From an optimization exercise on the open Yosys and OpenROAD flow, aimed at small area; shortcuts taken in it are not production practice.
Function was checked by simulation only, so behaviour that the tests miss may differ from the original.
No activity file was given, so power comes from the tool's default toggle rates.

`flow/config.mk`:
```
export PLATFORM = sky130hd
export DESIGN_NAME = nrf_spi_responder
export DESIGN_NICKNAME = nrf_spi_responder
export VERILOG_FILES = /design/flow/design.v
export SDC_FILE = /design/flow/constraint.sdc
export NUM_CORES = 4
export LEC_CHECK = 0
export CAP_MARGIN = 20
export CORE_MARGIN = 2
export CORE_UTILIZATION = 40
export SLEW_MARGIN = 20
```
`flow/constraint.sdc`:
```
create_clock -name core_clock -period 10.0 [get_ports {CLOCK_50}]
set_input_delay 2.0000 -clock core_clock [delete_from_list [all_inputs] [get_ports {CLOCK_50}]]
set_output_delay 2.0000 -clock core_clock [all_outputs]
set_load 0.01 [all_outputs]
```
`flow/design.v`:
```
module nrf_spi_responder #(
   parameter int unsigned PAYLOAD_BYTES = 32,
   parameter int unsigned SYNC_STAGES   = 2
) (
   input  logic       CLOCK_50,
   input  logic       RESET,
   input  logic       NRF_SCK,
   input  logic       NRF_CSN,
   input  logic       NRF_MOSI,
   output logic       NRF_MISO,
   output logic       NRF_IRQ,
   input  logic       rx_wr_en,
   input  logic [7:0] rx_wr_data,
   input  logic       rx_commit,
   output logic       rx_full,
   input  logic       tx_rd_en,
   output logic [7:0] tx_rd_data,
   output logic       tx_avail
);
   localparam int unsigned CW = $clog2(PAYLOAD_BYTES + 1);
   typedef enum logic [1:0] {StIdle, StCmd, StData, StIgnore} state_e;
   typedef enum logic [1:0] {CmdRReg, CmdWReg, CmdRRx, CmdWTx} cmd_e;
   logic [SYNC_STAGES-1:0] sck_sync_q, csn_sync_q, mosi_sync_q;
   logic                   sck_prev_q;
   logic                   sck_s, csn_s, mosi_s, sck_rise, sck_fall;
   state_e          state_q, state_d;
   logic [2:0]      bit_cnt_q, bit_cnt_d;
   logic [6:0]      shift_in_q, shift_in_d;
   logic [7:0]      shift_out_q, shift_out_d;
   logic            miso_q, miso_d;
   cmd_e            cmd_q, cmd_d;
   logic [4:0]      addr_q, addr_d;
   logic [31:0][7:0] reg_q, reg_d;
   logic            rx_dr_q, rx_dr_d, tx_ds_q, tx_ds_d;
   logic [PAYLOAD_BYTES-1:0][7:0] rx_buf_q, rx_buf_d;
   logic [CW-1:0]   rx_wr_ptr_q, rx_wr_ptr_d, rx_rd_ptr_q, rx_rd_ptr_d;
   logic            rx_full_q, rx_full_d, rx_read_q, rx_read_d;
   logic [PAYLOAD_BYTES-1:0][7:0] tx_buf_q, tx_buf_d;
   logic [CW-1:0]   tx_cnt_q, tx_cnt_d, tx_rd_ptr_q, tx_rd_ptr_d;
   logic [7:0]      tx_rd_data_q, tx_rd_data_d;
   logic            tx_avail_q, tx_avail_d, tx_wrote_q, tx_wrote_d;
   logic [7:0] rx_byte, status, rd_cmd_data, rd_next_data, rx_buf_next, tx_buf_next, out_byte;
   logic [4:0] addr_inc;
   logic       is_rreg, is_wreg, is_rrx, is_wtx, spi_start, spi_end, byte_done;
   function automatic logic [7:0] reg_rst(int a);
      case (a)
         0:       reg_rst = 8'h08;
         1:       reg_rst = 8'h3F;
         2, 3, 4: reg_rst = 8'h03;
         5:       reg_rst = 8'h02;
         6:       reg_rst = 8'h0E;
         default: reg_rst = 8'h00;
      endcase
   endfunction
   always_ff @(posedge CLOCK_50 or posedge RESET) begin
      if (RESET) begin
         sck_sync_q  <= '0;
         csn_sync_q  <= '1;
         mosi_sync_q <= '0;
         sck_prev_q  <= 1'b0;
      end else begin
         sck_sync_q  <= {sck_sync_q[SYNC_STAGES-2:0], NRF_SCK};
         csn_sync_q  <= {csn_sync_q[SYNC_STAGES-2:0], NRF_CSN};
         mosi_sync_q <= {mosi_sync_q[SYNC_STAGES-2:0], NRF_MOSI};
         sck_prev_q  <= sck_s;
      end
   end
   assign sck_s     = sck_sync_q[SYNC_STAGES-1];
   assign csn_s     = csn_sync_q[SYNC_STAGES-1];
   assign mosi_s    = mosi_sync_q[SYNC_STAGES-1];
   assign sck_rise  = sck_s & ~sck_prev_q;
   assign sck_fall  = ~sck_s & sck_prev_q;
   assign spi_start = ~csn_s & (state_q == StIdle);
   assign spi_end   = csn_s & (state_q != StIdle);
   assign byte_done = sck_rise & (bit_cnt_q == 3'd7) & ~csn_s & (state_q != StIdle);
   assign rx_byte  = {shift_in_q, mosi_s};
   assign status   = {1'b0, rx_dr_q, tx_ds_q, 1'b0, rx_full_q ? 3'b000 : 3'b111, tx_avail_q};
   assign is_rreg  = (rx_byte[7:5] == 3'b000);
   assign is_wreg  = (rx_byte[7:5] == 3'b001);
   assign is_rrx   = (rx_byte == 8'h61);
   assign is_wtx   = (rx_byte == 8'hA0) & ~tx_avail_q;
   assign addr_inc = addr_q + 5'd1;
   assign rd_cmd_data  = (rx_byte[4:0] == 5'd7) ? status : reg_q[rx_byte[4:0]];
   assign rd_next_data = (addr_inc == 5'd7) ? status : reg_q[addr_inc];
   always_comb begin
      rx_buf_next = '0;
      tx_buf_next = '0;
      for (int i = 0; i < int'(PAYLOAD_BYTES); i++) begin
         if (i == int'(rx_rd_ptr_q) + 1) rx_buf_next = rx_buf_q[i];
         if (i == int'(tx_rd_ptr_q) + 1) tx_buf_next = tx_buf_q[i];
      end
   end
   always_ff @(posedge CLOCK_50 or posedge RESET) begin
      if (RESET) state_q <= StIdle;
      else       state_q <= state_d;
   end
   always_comb begin
      state_d = state_q;
      if (spi_start) state_d = StCmd;
      else if (spi_end) state_d = StIdle;
      else if (byte_done && state_q == StCmd)
         state_d = (is_rreg | is_wreg | is_rrx | is_wtx) ? StData : StIgnore;
   end
   always_comb begin
      NRF_MISO = miso_q & (state_q != StIdle);
   end
   always_comb begin
      bit_cnt_d = bit_cnt_q;   shift_in_d = shift_in_q;   shift_out_d = shift_out_q;
      miso_d = miso_q;         cmd_d = cmd_q;             addr_d = addr_q;
      reg_d = reg_q;           rx_dr_d = rx_dr_q;         tx_ds_d = tx_ds_q;
      rx_buf_d = rx_buf_q;     rx_wr_ptr_d = rx_wr_ptr_q; rx_rd_ptr_d = rx_rd_ptr_q;
      rx_full_d = rx_full_q;   rx_read_d = rx_read_q;     tx_buf_d = tx_buf_q;
      tx_cnt_d = tx_cnt_q;     tx_rd_ptr_d = tx_rd_ptr_q; tx_rd_data_d = tx_rd_data_q;
      tx_avail_d = tx_avail_q; tx_wrote_d = tx_wrote_q;   out_byte = '0;
      if (tx_rd_en && tx_avail_q) begin
         if (int'(tx_rd_ptr_q) + 1 >= int'(tx_cnt_q)) begin
            tx_avail_d = 1'b0;
         end else begin
            tx_rd_ptr_d  = tx_rd_ptr_q + CW'(1);
            tx_rd_data_d = tx_buf_next;
         end
      end
      if (spi_start) begin
         bit_cnt_d   = '0;
         shift_out_d = {status[6:0], 1'b0};
         miso_d      = status[7];
         rx_read_d   = 1'b0;
         tx_wrote_d  = 1'b0;
      end else if (spi_end) begin
         bit_cnt_d = '0;
         miso_d    = 1'b0;
         if (rx_read_q) rx_full_d = 1'b0;
         if (tx_wrote_q) begin
            tx_avail_d   = 1'b1;
            tx_ds_d      = 1'b1;
            tx_rd_ptr_d  = '0;
            tx_rd_data_d = tx_buf_q[0];
         end
      end else if (state_q != StIdle) begin
         if (sck_rise) begin
            shift_in_d = {shift_in_q[5:0], mosi_s};
            bit_cnt_d  = bit_cnt_q + 3'd1;
            if (bit_cnt_q == 3'd7) begin
               case (state_q)
                  StCmd: begin
                     if (is_rreg) begin
                        cmd_d = CmdRReg; addr_d = rx_byte[4:0]; out_byte = rd_cmd_data;
                     end else if (is_wreg) begin
                        cmd_d = CmdWReg; addr_d = rx_byte[4:0];
                     end else if (is_rrx) begin
                        cmd_d = CmdRRx; rx_rd_ptr_d = '0; out_byte = rx_buf_q[0];
                     end else if (is_wtx) begin
                        cmd_d = CmdWTx; tx_cnt_d = '0; tx_rd_ptr_d = '0;
                     end else if (rx_byte == 8'hE1) begin
                        tx_avail_d = 1'b0; tx_cnt_d = '0; tx_rd_ptr_d = '0;
                     end else if (rx_byte == 8'hE2) begin
                        rx_full_d = 1'b0; rx_wr_ptr_d = '0; rx_rd_ptr_d = '0;
                     end
                  end
                  StData: begin
                     unique case (cmd_q)
                        CmdRReg: begin
                           addr_d = addr_inc; out_byte = rd_next_data;
                        end
                        CmdWReg: begin
                           addr_d = addr_inc;
                           if (addr_q == 5'd7) begin
                              rx_dr_d = rx_dr_q & ~rx_byte[6];
                              tx_ds_d = tx_ds_q & ~rx_byte[5];
                           end else begin
                              reg_d[addr_q] = rx_byte;
                           end
                        end
                        CmdRRx: begin
                           rx_read_d = 1'b1;
                           out_byte  = rx_buf_next;
                           if (int'(rx_rd_ptr_q) < int'(PAYLOAD_BYTES))
                              rx_rd_ptr_d = rx_rd_ptr_q + CW'(1);
                        end
                        CmdWTx: begin
                           if (int'(tx_cnt_q) < int'(PAYLOAD_BYTES)) begin
                              for (int i = 0; i < int'(PAYLOAD_BYTES); i++)
                                 if (i == int'(tx_cnt_q)) tx_buf_d[i] = rx_byte;
                              tx_cnt_d   = tx_cnt_q + CW'(1);
                              tx_wrote_d = 1'b1;
                           end
                        end
                     endcase
                  end
                  default: ;
               endcase
               shift_out_d = out_byte;
            end
         end else if (sck_fall) begin
            miso_d      = shift_out_q[7];
            shift_out_d = {shift_out_q[6:0], 1'b0};
         end
      end
      if (!rx_full_q) begin
         if (rx_wr_en && int'(rx_wr_ptr_q) < int'(PAYLOAD_BYTES)) begin
            for (int i = 0; i < int'(PAYLOAD_BYTES); i++)
               if (i == int'(rx_wr_ptr_q)) rx_buf_d[i] = rx_wr_data;
            rx_wr_ptr_d = rx_wr_ptr_q + CW'(1);
         end
         if (rx_commit && rx_wr_ptr_q != '0) begin
            rx_full_d   = 1'b1;
            rx_dr_d     = 1'b1;
            rx_wr_ptr_d = '0;
         end
      end
   end
   always_ff @(posedge CLOCK_50 or posedge RESET) begin
      if (RESET) begin
         bit_cnt_q <= '0;   shift_in_q <= '0;   shift_out_q <= '0;  miso_q <= 1'b0;
         cmd_q <= CmdRReg;  addr_q <= '0;       rx_dr_q <= 1'b0;    tx_ds_q <= 1'b0;
         rx_wr_ptr_q <= '0; rx_rd_ptr_q <= '0;  rx_full_q <= 1'b0;  rx_read_q <= 1'b0;
         tx_cnt_q <= '0;    tx_rd_ptr_q <= '0;  tx_rd_data_q <= '0; tx_avail_q <= 1'b0;
         tx_wrote_q <= 1'b0;
         for (int i = 0; i < 32; i++) reg_q[i] <= reg_rst(i);
         for (int i = 0; i < int'(PAYLOAD_BYTES); i++) begin
            rx_buf_q[i] <= '0;
            tx_buf_q[i] <= '0;
         end
      end else begin
         bit_cnt_q <= bit_cnt_d;     shift_in_q <= shift_in_d;   shift_out_q <= shift_out_d;
         miso_q <= miso_d;           cmd_q <= cmd_d;             addr_q <= addr_d;
         reg_q <= reg_d;             rx_dr_q <= rx_dr_d;         tx_ds_q <= tx_ds_d;
         rx_buf_q <= rx_buf_d;       rx_wr_ptr_q <= rx_wr_ptr_d; rx_rd_ptr_q <= rx_rd_ptr_d;
         rx_full_q <= rx_full_d;     rx_read_q <= rx_read_d;     tx_buf_q <= tx_buf_d;
         tx_cnt_q <= tx_cnt_d;       tx_rd_ptr_q <= tx_rd_ptr_d; tx_rd_data_q <= tx_rd_data_d;
         tx_avail_q <= tx_avail_d;   tx_wrote_q <= tx_wrote_d;
      end
   end
   assign rx_full    = rx_full_q;
   assign tx_avail   = tx_avail_q;
   assign tx_rd_data = tx_rd_data_q;
   logic irq_q;
   always_ff @(posedge CLOCK_50 or posedge RESET) begin
      if (RESET) irq_q <= 1'b1;
      else       irq_q <= ~|({rx_dr_q, tx_ds_q, 1'b0} & ~reg_q[0][6:4]);
   end
   assign NRF_IRQ = irq_q;
endmodule
```
`flow/run.sh`:
```
#!/bin/bash
# synth_recipe.tcl (not shown) runs the flow's synth.tcl, then flattens the netlist and writes it again
# the make line also repeats each setting of config.mk as NAME=value (left out here)
make -C /OpenROAD-flow-scripts/flow DESIGN_CONFIG=/design/flow/config.mk WORK_HOME=/design/flow/orfs CLKGATE_MAP_FILE= SYNTH_SCRIPT=/design/flow/synth_recipe.tcl finish
```
==> summary.md <==
| Metric | Value |
|---|---|
| Outcome | timing/DRC/antenna clean |
| Max Buffers Root-to-Sink | 3 |
| Top cell types by occurrence after synthesis | sky130_fd_sc_hd__dfrtp_1, sky130_fd_sc_hd__mux2_2, sky130_fd_sc_hd__nand2_1 |
| Detailed-route DRC error count | 0 |
| Number of antenna violations at the first check in global routing | 1 |
| Depth of the CTS H-tree | 3 |
| Number of different library cells in the post-synthesis netlist | 110 |
| Crit path launch type | register |
| RSZ-0062 raised after global routing | false |
| Least-Margin Pin Slew | 1061 ps |
| Type of the most critical hold path | reg2reg |
| Peak VDD IR | 0.1411 mV |
| Fin nets | 3753 |
| Yosys reg bits | 842 |
| Routed len/inst | 25.82 um |
| Layout cell share with drive strength beyond 1 | 32.45% |
| List of cells traversed by the critical path | inv_1 > ha_1 > inv_1 > ha_1 > nor2b_1 > nor2b_1 > nand2_1 > nor4_1 > and2_1 > nor2b_1 > mux2_2 |
| Max capacitance violation total | 0 |
| Top achievable clock speed | 0.2092 GHz |
| Power per cell area | 178.2 mW/mm2 |
| Clock transition at the registers of the reported paths | 60 ps |
| Crit. End Element | register |
| Cell area reported after detailed placement | 0.04611 mm2 |
| HPWL after detailed placement | 89910 um |
| Placement row count | 122 |
| Maximum number of pins on one net before global-route repair | 172 |
| Library cell occupying the most area in the post-synthesis netlist | sky130_fd_sc_hd__dfrtp_1 |
| Clock insertion delay at the later pin of the skew report | 690 ps |
| Number of enable-type register cells in the synthesized netlist | 0 |
| Met1 routing resource usage after global routing | 33.95% |
| Cell seen most often among critical-path stages | sky130_fd_sc_hd__nor2b_1 |
| Async set-reset flop share out of synthesis | 100.0% |
| TritonCTS clock tree | built |
| WS Path Type | reg2reg |
| Clock tree root driver cell | sky130_fd_sc_hd__clkbuf_16 |
| Primary flip-flop cell chosen by synthesis mapping | sky130_fd_sc_hd__dfrtp_1 |
| Diodes inserted | 0 |
| Effective utilization at floorplan | 40.30% |
| Placeable core region | 0.1107 mm2 |
| Most crowded layer after global routing | met2 |
| Global routing met2 resource utilization | 37.80% |
| Standby leakage power | 22.36 nW |
| Final antenna-violating net count | 0 |
| Count of hold-fix buffers inserted at cts | 0 |
| Hold Slack | 367.3 ps |
| Max-slew violations | 0 |
| Overflow after GRT | 0 |
| Height of the die | 337.9 um |
| Buffers inserted by post-CTS timing repair | 0 |
| Fin area | 0.04951 mm2 |
| Final period utilization | 47.80% |
| CP peak stage delay | 870 ps |
| Arrival time of the worst setup path | 5340 ps |
| Yosys warnings | 1 |
| Seq/Total Area, Yosys | 47.29% |
| Number of standard cells in the final layout excluding fillers | 5266 |
| IO Pins | 28 |
| Setup violation total in the final timing report | 0 |
| Worst Path Buf+Inv | 2 |
| Finished Core Util | 44.73% |
| Wire length of the first global-routing pass | 209100 um |
| Cells taking the most area after synthesis | sky130_fd_sc_hd__dfrtp_1, sky130_fd_sc_hd__mux2_2, sky130_fd_sc_hd__mux4_2 |
| Depth of the most critical reg-to-reg path | 11 |
| Slowest cell on crit path | sky130_fd_sc_hd__nor2b_1 |
| Global routing usage summed across all routing layers | 23.93% |
| GRT met3 Usage | 3.758% |
| Wirelength, routed | 136000 um |
| CP Depth | 11 |
| Top cell family by delay on the critical path | simple AND/OR/NAND/NOR gates |
| Number of nets produced by synthesis | 3839 |
| Floorplan die area | 0.1142 mm2 |
| Total standard cell area after synthesis | 0.04460 mm2 |
| Post-synthesis average cell area | 11.79 um2 |
| Number of global-route vias before repair | 32.20k |
| Total via count after detailed routing | 32.45k |
| Endpoint required time on the critical path | 10560 ps |
| Maximum fanout along the worst path | 12 |
| Die W | 337.9 um |
| Number of port buffers | 27 |
| Number of design-rule violations left by the first detailed-router iteration | 3204 |
| Placer Congestion | 0.9032 |
| Final clock skew | 27.41 ps |
| Most numerous cell in the Yosys netlist | sky130_fd_sc_hd__dfrtp_1 |
| Layout area overhead | 10.99% |
| Detailed-routing iteration count for the pre-antenna-repair pass | 6 |
| Rel. slew slack | 28.99% |
| Fraction of synthesized cell area taken by the top area cell type | 46.12% |
| Number of cells on the worst hold path | 0 |
| Hold Violations, Final | 0 |
| Cell count after synthesis | 3784 |
| Clock sink count | 842 |
| Number of vias per cell | 6.162 |
| Total instance count after detailed placement | 5090 |
| CTS resizes | 0 |
| Cts bufs inserted | 94 |
| Time the worst path needs with I/O delays and setup | 4780 ps |
report_power, final:
| part | internal, mW | total [mW] | switching (mW) |
|---|---|---|---|
| Sequential | 3.57 | 3.81 | 0.243 |
| Clock | 2.31 | 3.79 | 1.48 |
| Combinational | 0.382 | 1.21 | 0.830 |
| Total | 6.27 | 8.82 | 2.56 |
flip-flops by register name, summed over array words and instances, names as in the netlist, 7 cells and up:
signal	flops
shift_in_q	7
rx_buf_q	256
tx_rd_data_q	8
tx_buf_q	256
reg_q	256
shift_out_q	8
cell families (layout without fill, tap and decap cells):
| logic type | count (synthesis) | after routing | share of synthesized area, % |
|---|---|---|---|
| DFF | 842 | 842 | 47.29 |
| and+or+nand+nor | 889 | 889 | 9.448 |
| AOI/OAI and AO/OA | 760 | 760 | 11.83 |
| adders and majority gates | 39 | 39 | 1.094 |
| xor gates and xnor gates | 14 | 14 | 0.3086 |
| buffers and inverters | 324 | 318 | 3.058 |
| muxes | 916 | 916 | 26.97 |
layout make-up:
class / instances / area [um2]
Clock inverter: 44 / 631.9
Inverter: 54 / 206.4
Fill cell: 10202 / 61160
Sequential cell: 842 / 21120
Clock buffer: 132 / 2760
Multi-Input combinational cell: 2618 / 22180
Timing Repair Buffer: 88 / 753.2
Tap cell: 1488 / 1862
layout by cell type, fill, tap and decap left out, types with 16 or more instances in the layout:
cell type / synthesis / layout
sky130_fd_sc_hd__clkinv_2: 0 / 19
sky130_fd_sc_hd__inv_1: 51 / 50
sky130_fd_sc_hd__nand4_1: 31 / 31
sky130_fd_sc_hd__mux2_2: 751 / 751
sky130_fd_sc_hd__a31oi_1: 17 / 17
sky130_fd_sc_hd__nor3_1: 67 / 66
sky130_fd_sc_hd__mux4_2: 152 / 152
sky130_fd_sc_hd__a221oi_1: 29 / 29
sky130_fd_sc_hd__o22ai_1: 62 / 62
sky130_fd_sc_hd__o21ai_1: 16 / 16
sky130_fd_sc_hd__clkbuf_1: 181 / 16
sky130_fd_sc_hd__ha_1: 39 / 36
sky130_fd_sc_hd__dfstp_2: 20 / 20
sky130_fd_sc_hd__or3_1: 19 / 19
sky130_fd_sc_hd__o211ai_1: 30 / 30
sky130_fd_sc_hd__o2111ai_1: 16 / 16
sky130_fd_sc_hd__clkdlybuf4s50_1: 0 / 27
sky130_fd_sc_hd__clkbuf_16: 0 / 98
sky130_fd_sc_hd__and3_1: 32 / 32
sky130_fd_sc_hd__nor2_1: 181 / 181
sky130_fd_sc_hd__clkbuf_8: 0 / 18
sky130_fd_sc_hd__a21oi_1: 150 / 150
sky130_fd_sc_hd__dfrtp_1: 822 / 814
sky130_fd_sc_hd__o21a_1: 26 / 26
sky130_fd_sc_hd__nand2b_1: 24 / 24
sky130_fd_sc_hd__o221ai_1: 19 / 19
sky130_fd_sc_hd__buf_4: 15 / 59
sky130_fd_sc_hd__nand2_1: 319 / 319
sky130_fd_sc_hd__nand3_1: 100 / 100
sky130_fd_sc_hd__a211oi_1: 30 / 30
sky130_fd_sc_hd__nor2b_1: 29 / 29
sky130_fd_sc_hd__a22oi_1: 35 / 35
sky130_fd_sc_hd__o21ai_0: 158 / 158
metal layers:
layer | up-vias | routed length [um]
li1 | 14006 | -
met1 | 17016 | 60510
met2 | 1178 | 62890
met5 | - | 0
met4 | 0 | 4168
met3 | 249 | 8424
worst paths after layout:
| path | from | to | slack (ps) |
|---|---|---|---|
| worst max-delay path | state_q[0] | reg_q[165] | 5220 |
| worst min-delay path | mosi_sync_q[0] | mosi_sync_q[1] | 370 |
| worst max register to register | state_q[0] | reg_q[165] | 5220 |
| worst min register to register | mosi_sync_q[0] | mosi_sync_q[1] | 370 |
| max in group asynchronous | RESET | rx_buf_q[99] | 5880 |
| min in group asynchronous | RESET | mosi_sync_q[0] | 1880 |
stage by stage:
| stage | setup TNS (ps) | power (mW) | setup slack, ps |
|---|---|---|---|
| 2_1_floorplan | -2924760 | 4.576 | -3552 |
| 3_3_place_gp | 0 | 5.068 | 5108 |
| 3_5_place_dp | 0 | 5.076 | 5104 |
| 4_1_cts | 0 | 8.873 | 5237 |
| 5_1_grt | 0 | 9.132 | 4852 |
| 6_report | 0 | 8.820 | 5220 |

[afterwards: timing with drivers on the ports]
The results above use ideal ports. As a check the final layout listed here was re-extracted and re-timed, cells and wires unchanged. Step 1 (the two cells are an assumption about what drives the block):
set clk [get_ports {CLOCK_50}]
set_driving_cell -lib_cell sky130_fd_sc_hd__clkbuf_16 $clk
set_driving_cell -lib_cell sky130_fd_sc_hd__buf_2 [delete_from_list [all_inputs] $clk]
Step 2 also shifts input and output timing later by t, the mid clock arrival at the registers, as if the neighbouring blocks saw the same clock. Three values: no drivers, after step 1, after step 2; two values: the first two.
t, ns: 0.745
slack for setup (ns): 5.220 / 5.220 / 5.181
worst hold slack (ns): 0.367 / 0.367 / 0.367
clock arrival spread, ns: 0.032 / 0.032
cell pins on the clock port's net: 1
After both steps setup and hold are still met in this run. For this run, drivers alone change the setup slack by 0.000 ns; drivers and shift together by -0.039 ns. The worst setup slack also covers recovery checks on asynchronous resets.
